Context: an optimization exercise on an open-source flow, tuned for small area and a short achievable clock period. The choices shown serve that exercise and are no tape-out recipe.
RTL that was checked went through simulation tests only; none was proved equivalent to the original.
Power and IR drop assume default switching activity.

==> flow/design.v (excerpt) <==
module spi_mem_slave #(
  parameter int         ADDR_W    = 8,
  parameter logic [7:0] ID_BYTE   = 8'hA5,
  parameter             INIT_FILE = ""
) (
  input  logic       clk,
  input  logic       resetn,
  input  logic       spi_sck,
  input  logic       spi_cs,
  input  logic       spi_mosi,
  output logic       spi_miso,
  output logic       busy,
  output logic [7:0] last_cmd,
  output logic       xfer_done
);
  localparam logic [7:0] c_CMD_READ  = 8'h03;
  localparam logic [7:0] c_CMD_WRITE = 8'h02;
  localparam logic [7:0] c_CMD_ID    = 8'h9F;
  typedef enum logic [2:0] {
    S_IDLE   = 3'd0,
    S_CMD    = 3'd1,
    S_ADDR   = 3'd2,
    S_RD     = 3'd3,
    S_WR     = 3'd4,
    S_ID     = 3'd5,
    S_IGNORE = 3'd6
  } state_t;
  state_t r_state;
  state_t w_state_nxt;
  logic              r_sck_m, r_sck_s, r_sck_d;
  logic              r_cs_m, r_cs_s;
  logic              r_busy;        
  logic              r_mosi_m, r_mosi_s;
  ...
Size: ~3100 cells after synthesis, about 2300 flip-flops.
==> module spi_mem_slave, before the edit <==
module spi_mem_slave #(
  parameter int         ADDR_W    = 8,
  parameter logic [7:0] ID_BYTE   = 8'hA5,
  parameter             INIT_FILE = ""
) (
  input  logic       clk,
  input  logic       resetn,
  input  logic       spi_sck,
  input  logic       spi_cs,
  input  logic       spi_mosi,
  output logic       spi_miso,
  output logic       busy,
  output logic [7:0] last_cmd,
  output logic       xfer_done
);
  localparam logic [7:0] c_CMD_READ  = 8'h03;
  localparam logic [7:0] c_CMD_WRITE = 8'h02;
  localparam logic [7:0] c_CMD_ID    = 8'h9F;
  typedef enum logic [2:0] {
    S_IDLE   = 3'd0,
    S_CMD    = 3'd1,
    S_ADDR   = 3'd2,
    S_RD     = 3'd3,
    S_WR     = 3'd4,
    S_ID     = 3'd5,
    S_IGNORE = 3'd6
  } state_t;
  state_t r_state;
  state_t w_state_nxt;
  logic              r_sck_m, r_sck_s, r_sck_d;
  logic              r_cs_m, r_cs_s;
  logic              r_busy;        
  logic              r_mosi_m, r_mosi_s;
  logic [2:0]        r_bit_cnt;
  logic [6:0]        r_rx_sr;
  logic [6:0]        r_tx_sr;
  logic              r_miso;
  logic              r_load_pend;
  logic [7:0]        r_addr;
  logic [7:0]        r_last_cmd;
  logic              r_xfer_done;
  logic              r_xfer_pre;    
  logic              r_cmd_rd;      
  logic [7:0]        r_rd_data;
  logic       w_rise, w_fall, w_active, w_byte_done, w_mem_we;
  logic [7:0] w_rx_byte, w_tx_src;
  assign w_rise      = r_sck_s & ~r_sck_d;
  assign w_fall      = ~r_sck_s & r_sck_d;
  assign w_active    = ~r_cs_s & (r_state != S_IDLE);
  assign w_byte_done = w_active & w_rise & (r_bit_cnt == 3'd7);
  assign w_rx_byte   = {r_rx_sr, r_mosi_s};
  assign w_mem_we    = w_byte_done & (r_state == S_WR);
  assign w_tx_src    = (r_state == S_ID) ? ID_BYTE : r_rd_data;
  assign spi_miso  = r_miso;
  assign busy      = r_busy;
  assign last_cmd  = r_last_cmd;
  assign xfer_done = r_xfer_done;
  always_ff @(posedge clk or negedge resetn) begin
    if (!resetn) begin
      r_sck_m  <= 1'b0;
      r_sck_s  <= 1'b0;
      r_sck_d  <= 1'b0;
      r_cs_m   <= 1'b1;
      r_cs_s   <= 1'b1;
      r_busy   <= 1'b0;
      r_mosi_m <= 1'b0;
      r_mosi_s <= 1'b0;
    end else begin
      r_sck_m  <= spi_sck;
      r_sck_s  <= r_sck_m;
      r_sck_d  <= r_sck_s;
      r_cs_m   <= spi_cs;
      r_cs_s   <= r_cs_m;
      r_busy   <= ~r_cs_m;
      r_mosi_m <= spi_mosi;
      r_mosi_s <= r_mosi_m;
    end
  end
  always_ff @(posedge clk or negedge resetn) begin
    if (!resetn) r_state <= S_IDLE;
    else         r_state <= w_state_nxt;
  end
  always_comb begin
    w_state_nxt = r_state;
    if (r_cs_s) begin
      w_state_nxt = S_IDLE;
    end else begin
      case (r_state)
        S_IDLE: w_state_nxt = S_CMD;
        S_CMD: begin
          if (w_byte_done) begin
            case (w_rx_byte)
              c_CMD_READ, c_CMD_WRITE: w_state_nxt = S_ADDR;
              c_CMD_ID:                w_state_nxt = S_ID;
              default:                 w_state_nxt = S_IGNORE;
            endcase
          end
        end
        S_ADDR: begin
          if (w_byte_done)
            w_state_nxt = r_cmd_rd ? S_RD : S_WR;
        end
        default: w_state_nxt = r_state;
      endcase
    end
  end
  always_ff @(posedge clk or negedge resetn) begin
    if (!resetn) begin
      r_bit_cnt   <= 3'd0;
      r_miso      <= 1'b0;
      r_load_pend <= 1'b0;
      r_addr      <= '0;
      r_last_cmd  <= 8'h00;
      r_xfer_done <= 1'b0;
      r_xfer_pre  <= 1'b0;
      r_cmd_rd    <= 1'b0;
    end else begin
      r_xfer_pre  <= r_cs_m & (w_state_nxt != S_IDLE);
      r_xfer_done <= r_xfer_pre;
      if (!w_active) begin
        r_bit_cnt   <= 3'd0;
        r_miso      <= 1'b0;
        r_load_pend <= 1'b0;
      end else begin
        if (w_rise) begin
          r_bit_cnt <= r_bit_cnt + 3'd1;
          if (r_bit_cnt == 3'd7) begin
            case (r_state)
              S_CMD: begin
                r_last_cmd  <= w_rx_byte;
                r_cmd_rd    <= (w_rx_byte == c_CMD_READ);
                r_load_pend <= (w_rx_byte == c_CMD_ID);
              end
              S_ADDR: begin
                r_addr      <= w_rx_byte;
                r_load_pend <= r_cmd_rd;
              end
              S_RD, S_ID: r_load_pend <= 1'b1;
              S_WR:       r_addr <= r_addr + 8'd1;
              default: ;
            endcase
          end
        end
        if (w_fall) begin
          if (r_state == S_RD || r_state == S_ID) begin
            if (r_load_pend) begin
              r_miso      <= w_tx_src[7];
              r_load_pend <= 1'b0;
              if (r_state == S_RD) r_addr <= r_addr + 8'd1;
            end else begin
              r_miso  <= r_tx_sr[6];
            end
          end else begin
            r_miso <= 1'b0;
          end
        end
      end
    end
  end
  always_ff @(posedge clk) begin
    if (w_active && w_rise) r_rx_sr <= w_rx_byte[6:0];
    if (w_active && w_fall && (r_state == S_RD || r_state == S_ID))
      r_tx_sr <= r_load_pend ? w_tx_src[6:0] : {r_tx_sr[5:0], 1'b0};
  end
  logic [3:0] r_q;             
  logic [3:0] r_wa;            
  logic [3:0] r_wh1;           
  logic [7:0] r_wd;            
  logic [3:0] r_bh;            
  logic [15:0][7:0] w_buf;
  logic       w_addr_rise4, w_addr_hi, w_wslot, w_ld0, w_ld8;
  assign w_addr_rise4 = w_active & w_rise & (r_bit_cnt == 3'd3) & (r_state == S_ADDR);
  assign w_addr_hi    = (r_state == S_ADDR) & r_bit_cnt[2];
  assign w_wslot      = (r_wh1 == r_q);
  assign w_ld0        = (r_bh == r_q);
  assign w_ld8        = (r_bh == {~r_q[3], r_q[2:0]});
  always_ff @(posedge clk) begin
    r_q <= r_q - 4'd1;
    if (w_mem_we) begin
      r_wa  <= r_addr[3:0];
      r_wh1 <= r_addr[7:4] + 4'd1;
      r_wd  <= w_rx_byte;
    end
    if (w_addr_rise4)  r_bh <= {r_rx_sr[2:0], r_mosi_s};
    else if (!w_addr_hi) r_bh <= r_addr[7:4];
    if (!w_addr_hi) r_rd_data <= w_buf[r_addr[3:0]];
  end
  for (genvar n = 0; n < 16; n++) begin : g_ring
    logic [127:0] r_ring;      
    logic [7:0]   w_in;
    logic [7:0]   r_buf;       
    assign w_in = (w_wslot && r_wa == 4'(n)) ? r_wd : r_ring[127:120];
    always_ff @(posedge clk) begin
      r_ring <= {r_ring[119:0], w_in};
      r_buf  <= ({8{w_ld0}} & r_ring[7:0]) | ({8{w_ld8}} & r_ring[71:64]) |
                ({8{~(w_ld0 | w_ld8)}} & r_buf);
    end
    assign w_buf[n] = r_buf;
  end
endmodule
==> flow/config.mk <==
export PLATFORM = sky130hd
export DESIGN_NAME = spi_mem_slave
export DESIGN_NICKNAME = spi_mem_slave
export VERILOG_FILES = /design/flow/design.v
export SDC_FILE = /design/flow/constraint.sdc
export NUM_CORES = 4
export LEC_CHECK = 0
export CAP_MARGIN = 20
export CORE_MARGIN = 2
export CORE_UTILIZATION = 70
export CTS_CLUSTER_DIAMETER = 80
export CTS_CLUSTER_SIZE = 24
export SETUP_SLACK_MARGIN = 3.5
export SLEW_MARGIN = 20
==> flow/constraint.sdc <==
create_clock -name core_clock -period 5.5 [get_ports {clk}]
set_input_delay 1.1000 -clock core_clock [delete_from_list [all_inputs] [get_ports {clk}]]
set_output_delay 1.1000 -clock core_clock [all_outputs]
set_load 0.01 [all_outputs]
run.sh (not shown) runs the stock make flow with config.mk's settings and CLKGATE_MAP_FILE= SYNTH_SCRIPT=/design/flow/synth_recipe.tcl, a recipe that flattens the netlist after the stock synthesis.
Next try:
--- a/flow/design.v
+++ b/flow/design.v
@@ -42,6 +42,4 @@
   logic [7:0]        r_last_cmd;
   logic              r_xfer_done;
-  logic              r_xfer_pre;    
-  logic              r_cmd_rd;      
   logic [7:0]        r_rd_data;
   logic       w_rise, w_fall, w_active, w_byte_done, w_mem_we;
@@ -101,5 +99,5 @@
         S_ADDR: begin
           if (w_byte_done)
-            w_state_nxt = r_cmd_rd ? S_RD : S_WR;
+            w_state_nxt = (r_last_cmd == c_CMD_READ) ? S_RD : S_WR;
         end
         default: w_state_nxt = r_state;
@@ -110,4 +108,6 @@
     if (!resetn) begin
       r_bit_cnt   <= 3'd0;
+      r_rx_sr     <= 7'd0;
+      r_tx_sr     <= 7'd0;
       r_miso      <= 1'b0;
       r_load_pend <= 1'b0;
@@ -115,15 +115,14 @@
       r_last_cmd  <= 8'h00;
       r_xfer_done <= 1'b0;
-      r_xfer_pre  <= 1'b0;
-      r_cmd_rd    <= 1'b0;
     end else begin
-      r_xfer_pre  <= r_cs_m & (w_state_nxt != S_IDLE);
-      r_xfer_done <= r_xfer_pre;
+      r_xfer_done <= r_cs_s & (r_state != S_IDLE);
       if (!w_active) begin
         r_bit_cnt   <= 3'd0;
+        r_tx_sr     <= 7'd0;
         r_miso      <= 1'b0;
         r_load_pend <= 1'b0;
       end else begin
         if (w_rise) begin
+          r_rx_sr   <= w_rx_byte[6:0];
           r_bit_cnt <= r_bit_cnt + 3'd1;
           if (r_bit_cnt == 3'd7) begin
@@ -131,10 +130,9 @@
               S_CMD: begin
                 r_last_cmd  <= w_rx_byte;
-                r_cmd_rd    <= (w_rx_byte == c_CMD_READ);
                 r_load_pend <= (w_rx_byte == c_CMD_ID);
               end
               S_ADDR: begin
                 r_addr      <= w_rx_byte;
-                r_load_pend <= r_cmd_rd;
+                r_load_pend <= (r_last_cmd == c_CMD_READ);
               end
               S_RD, S_ID: r_load_pend <= 1'b1;
@@ -147,8 +145,10 @@
           if (r_state == S_RD || r_state == S_ID) begin
             if (r_load_pend) begin
+              r_tx_sr     <= w_tx_src[6:0];
               r_miso      <= w_tx_src[7];
               r_load_pend <= 1'b0;
               if (r_state == S_RD) r_addr <= r_addr + 8'd1;
             end else begin
+              r_tx_sr <= {r_tx_sr[5:0], 1'b0};
               r_miso  <= r_tx_sr[6];
             end
@@ -160,13 +160,7 @@
     end
   end
-  always_ff @(posedge clk) begin
-    if (w_active && w_rise) r_rx_sr <= w_rx_byte[6:0];
-    if (w_active && w_fall && (r_state == S_RD || r_state == S_ID))
-      r_tx_sr <= r_load_pend ? w_tx_src[6:0] : {r_tx_sr[5:0], 1'b0};
-  end
   logic [3:0] r_q;             
-  logic [3:0] r_wa;            
+  logic [7:0] r_wa, r_wd;      
   logic [3:0] r_wh1;           
-  logic [7:0] r_wd;            
   logic [3:0] r_bh;            
   logic [15:0][7:0] w_buf;
@@ -180,5 +174,5 @@
     r_q <= r_q - 4'd1;
     if (w_mem_we) begin
-      r_wa  <= r_addr[3:0];
+      r_wa  <= r_addr;
       r_wh1 <= r_addr[7:4] + 4'd1;
       r_wd  <= w_rx_byte;
@@ -192,5 +186,5 @@
     logic [7:0]   w_in;
     logic [7:0]   r_buf;       
-    assign w_in = (w_wslot && r_wa == 4'(n)) ? r_wd : r_ring[127:120];
+    assign w_in = (w_wslot && r_wa[3:0] == 4'(n)) ? r_wd : r_ring[127:120];
     always_ff @(posedge clk) begin
       r_ring <= {r_ring[119:0], w_in};
Outcome: The changed run went through all stages and came out clean. Power hardly moves. Final area came out lower by about 0.8%. Non-clock buffer count came out lower by 11. Routed wire length came out higher by 2.8%. Sequential share of layout area came out higher by 0.48 points. Die area came out lower by about 0.7%. Setup slack gets worse by 0.0039 ns. Global-route usage came out higher by 0.14 points. Via count barely changes. Sequential cell count came out lower by 2. Core utilization came out lower by 0.40 points. Hold slack gets better by 0.011 ns.
No functional check of the RTL was part of the first run of this note.

[port drivers added, routing unchanged]
The flow's constraints put no driver on any port. The routed layouts listed below were extracted and timed again, unchanged, in two steps. Step 1 (the two cells are an assumption about what drives the block):
set clk [get_ports {clk}]
set_driving_cell -lib_cell sky130_fd_sc_hd__clkbuf_16 $clk
set_driving_cell -lib_cell sky130_fd_sc_hd__buf_2 [delete_from_list [all_inputs] $clk]
Step 2 times the ports against the registers' clock, not the clock port: input delays grow and output delays shrink by t, the midpoint of the rising clock arrivals with the driver on. a / b / c = no drivers / after step 1 / after step 2; a / b = the first two.
run	shift t [ns]	setup slack, ns	latest minus earliest clock arrival (ns)
the first run	0.732	3.096 / 3.027 / 3.384	0.024 / 0.024
the second run	0.744	3.092 / 3.023 / 3.431	0.026 / 0.026
After both steps setup and hold are still met in every run listed.
